Context: an optimization exercise on an open-source flow, tuned for small area and a short achievable clock period. The choices shown serve that exercise and are no tape-out recipe.
RTL that was checked went through simulation tests only; none was proved equivalent to the original.
Power is estimated from default activity; no workload was simulated.

## the baseline
==> flow/design.v <==
module hpm_counters #(
  parameter int XLEN         = 32,
  parameter int CNT_LEN      = 64,
  parameter int N_HPM        = 4,
  parameter int N_EVENTS     = 8,
  parameter int CSR_CMD_LEN  = 3,
  parameter int CSR_ADDR_LEN = 12
) (
  input  logic                    clk,
  input  logic                    reset,
  input  logic [CSR_CMD_LEN-1:0]  cmd,
  input  logic [CSR_ADDR_LEN-1:0] addr,
  input  logic [XLEN-1:0]         wdata,
  input  logic                    retire,
  input  logic [N_EVENTS-1:0]     events,
  output logic [XLEN-1:0]         rdata,
  output logic                    illegal,
  output logic                    ovf_irq
);
  localparam int NC = 3 + N_HPM;    
  localparam int EW = 4;            
  logic [31:0] cnt_lo [NC];
  logic [31:0] cnt_hi [NC];
  logic [NC-1:0] inhibit;
  logic [NC-1:0] ovf;
  logic [EW-1:0] evsel [N_HPM];
  logic is_wr, is_w, is_s, is_c, cmd_nz;
  assign cmd_nz = |cmd;
  assign is_w   = (cmd == 3'd2);
  assign is_s   = (cmd == 3'd3);
  assign is_c   = (cmd == 3'd4);
  assign is_wr  = is_w | is_s | is_c;
  logic a_b, a_c, a_cnt, a_lo, a_hi;
  logic [7:0] a_idx;
  assign a_b   = (addr[11:8] == 4'hB);
  assign a_c   = (addr[11:8] == 4'hC);
  assign a_cnt = (addr[6:3] == 4'h0);
  assign a_lo  = ~addr[7];
  assign a_hi  = addr[7];
  always_comb begin
    for (int k = 0; k < 8; k++) a_idx[k] = (addr[2:0] == 3'(k));
  end
  logic [NC-1:0] rs_lo, rs_hi, ws_lo, ws_hi;
  logic [N_HPM-1:0] s_ev;
  logic s_inh, s_ovf, s_cntb, s_cntc;
  assign s_cntb = a_b & a_cnt & ~a_idx[7];
  assign s_cntc = a_c & a_cnt & ~a_idx[7];
  always_comb begin
    for (int i = 0; i < NC; i++) begin
      rs_lo[i] = (a_b | (a_c & ~is_wr)) & a_cnt & a_lo & a_idx[i];
      rs_hi[i] = (a_b | (a_c & ~is_wr)) & a_cnt & a_hi & a_idx[i];
      ws_lo[i] = is_wr & a_b & a_cnt & a_lo & a_idx[i];
      ws_hi[i] = is_wr & a_b & a_cnt & a_hi & a_idx[i];
    end
  end
  logic a_3xx;
  assign a_3xx = (addr[11:3] == 9'h064);    
  assign s_inh = a_3xx & a_idx[0];
  always_comb begin
    for (int j = 0; j < N_HPM; j++) s_ev[j] = a_3xx & a_idx[3+j];
  end
  assign s_ovf = (addr == 12'h7C0);
  logic hit;
  assign hit = s_cntb | s_cntc | s_inh | (|s_ev) | s_ovf;
  assign illegal = cmd_nz & (~hit | (s_cntc & is_wr));
  logic [31:0] cur;
  always_comb begin
    cur = '0;
    for (int i = 0; i < NC; i++) begin
      cur = cur | ({32{rs_lo[i]}} & cnt_lo[i]) | ({32{rs_hi[i]}} & cnt_hi[i]);
    end
    for (int j = 0; j < N_HPM; j++) cur[EW-1:0] = cur[EW-1:0] | ({EW{s_ev[j]}} & evsel[j]);
    cur[NC-1:0] = cur[NC-1:0] | ({NC{s_inh}} & inhibit) | ({NC{s_ovf}} & ovf);
  end
  assign rdata = cur;
  logic [31:0] nv;
  assign nv = ({32{is_w}} & wdata) | ({32{is_s}} & (cur | wdata)) |
              ({32{is_c}} & cur & ~wdata);
  logic [NC-1:0] w_any;
  assign w_any = ws_lo | ws_hi;
  logic [N_HPM-1:0] ev_hit;
  always_comb begin
    for (int j = 0; j < N_HPM; j++) begin
      ev_hit[j] = 1'b0;
      for (int k = 0; k < N_EVENTS; k++)
        if (evsel[j] == EW'(k + 1)) ev_hit[j] = events[k];
    end
  end
  logic [NC-1:0] inc;
  always_comb begin
    inc[0] = ~inhibit[0];
    inc[1] = 1'b1;
    inc[2] = ~inhibit[2] & retire;
    for (int j = 0; j < N_HPM; j++) inc[3+j] = ~inhibit[3+j] & ev_hit[j];
  end
  logic [NC-1:0] wrap;
  localparam int G  = 4;
  localparam int NG = 64 / G;
  for (genvar i = 0; i < NC; i++) begin : g_cnt
    logic [63:0] q, d;
    logic [NG:0] p;           
    logic [NG-1:0] all1;
    logic [NG-1:0] cin;
    assign q = {cnt_hi[i], cnt_lo[i]};
    assign p[0] = inc[i];
    for (genvar g = 0; g < NG; g++) begin : g_grp
      logic [G:0] c;
      assign all1[g] = &q[g*G +: G];
      assign p[g+1]  = p[g] & all1[g];
      assign cin[g]  = p[g] & ~w_any[i];
      assign c[0] = cin[g];
      for (genvar b = 0; b < G; b++) begin : g_b
        assign c[b+1] = c[b] & q[g*G+b];
      end
      assign d[g*G +: G] = q[g*G +: G] ^ c[G-1:0];
    end
    assign wrap[i] = p[NG] & ~w_any[i];
    always_ff @(posedge clk or negedge reset) begin
      if (!reset) begin
        cnt_lo[i] <= '0;
        cnt_hi[i] <= '0;
      end else begin
        cnt_lo[i] <= ws_lo[i] ? nv : d[31:0];
        cnt_hi[i] <= ws_hi[i] ? nv : d[63:32];
      end
    end
  end
  logic we_ovf;
  assign we_ovf = is_wr & s_ovf;
  always_ff @(posedge clk or negedge reset) begin
    if (!reset) begin
      inhibit <= '0;
      ovf     <= '0;
      for (int j = 0; j < N_HPM; j++) evsel[j] <= '0;
    end else begin
      if (is_wr & s_inh) inhibit <= nv[NC-1:0] & 7'b1111101;
      for (int j = 0; j < N_HPM; j++)
        if (is_wr & s_ev[j]) evsel[j] <= nv[EW-1:0];
      ovf <= ((we_ovf ? nv[NC-1:0] : ovf) | wrap) & 7'b1111101;
    end
  end
  assign ovf_irq = |ovf;
endmodule
export LEC_CHECK = 0
export CAP_MARGIN = 20
export CORE_MARGIN = 2
export CORE_UTILIZATION = 30
export SLEW_MARGIN = 20
create_clock -name core_clock -period 10.0 [get_ports {clk}]
run.sh (not shown) runs the stock make flow with config.mk's settings and CLKGATE_MAP_FILE= SYNTH_SCRIPT=/design/flow/synth_recipe.tcl, a recipe that flattens the netlist after the stock synthesis.
The inputs of the candidate differ from those of the baseline as listed below.
-- flow/design.v --
<<< the baseline, line 95
  end
  logic [NC-1:0] wrap;
  localparam int G  = 4;
  localparam int NG = 64 / G;
  for (genvar i = 0; i < NC; i++) begin : g_cnt
>>> the candidate, line 95
  end
  logic [NC-1:0] wrap;
  localparam int G  = 8;
  localparam int NG = 64 / G;
  for (genvar i = 0; i < NC; i++) begin : g_cnt
## What came out
Having completed the whole flow, the candidate delivered a layout that passed the timing, design-rule and antenna checks. In the flow results for the baseline and the candidate, the detailed-route wire length is larger on the candidate. The baseline has higher length of the first detailed-routing pass in iterations than the candidate. Final worst slack delta (the candidate − the baseline): unfavourable. Cell count: the candidate lower than the baseline. Relative to the baseline, vias per cell increased by about 3.6% in the candidate. Summary: with the baseline as the reference, final area in the candidate moved up slightly. Delta (the candidate minus the baseline): portion of total power attributed to the clock network has increased, maximum number of pins on one net before global-route repair increased by about 6.5% relative to the old numbers, sequential share of layout area decreased 0.43 points, placed cell area went up.
For the candidate, only the layout was checked, not whether the RTL still works.

[static timing again, ports no longer ideal]
The results above use ideal ports. As a check the final layouts listed here were re-extracted and re-timed, cells and wires unchanged. Step 1: set_driving_cell puts a clkbuf_16 on clk and a buf_2 on each other input, an assumption about the parent block. Step 2, shift: input delay + t, output delay - t, t = (earliest + latest rising clock arrival at the registers) / 2. This alone moves slack from input paths to output paths. Three values: ideal, step 1, step 2; two values: the first two.
| run | t (ns) | slack for setup (ns) | worst setup path after step 2 | clock arrival spread, ns | worst register clock-pin slew, ns |
|---|---|---|---|---|---|
| the baseline | 0.680 | 1.990 / 1.960 / 1.960 | input to output | 0.024 / 0.024 | 0.07 / 0.07 |
| the candidate | 0.704 | 1.542 / 1.515 / 1.515 | input to output | 0.019 / 0.019 | 0.07 / 0.07 |
After both steps every run listed still meets setup and hold. For the baseline, which loses most, drivers alone change the setup slack by -0.030 ns; drivers and shift together by -0.030 ns.
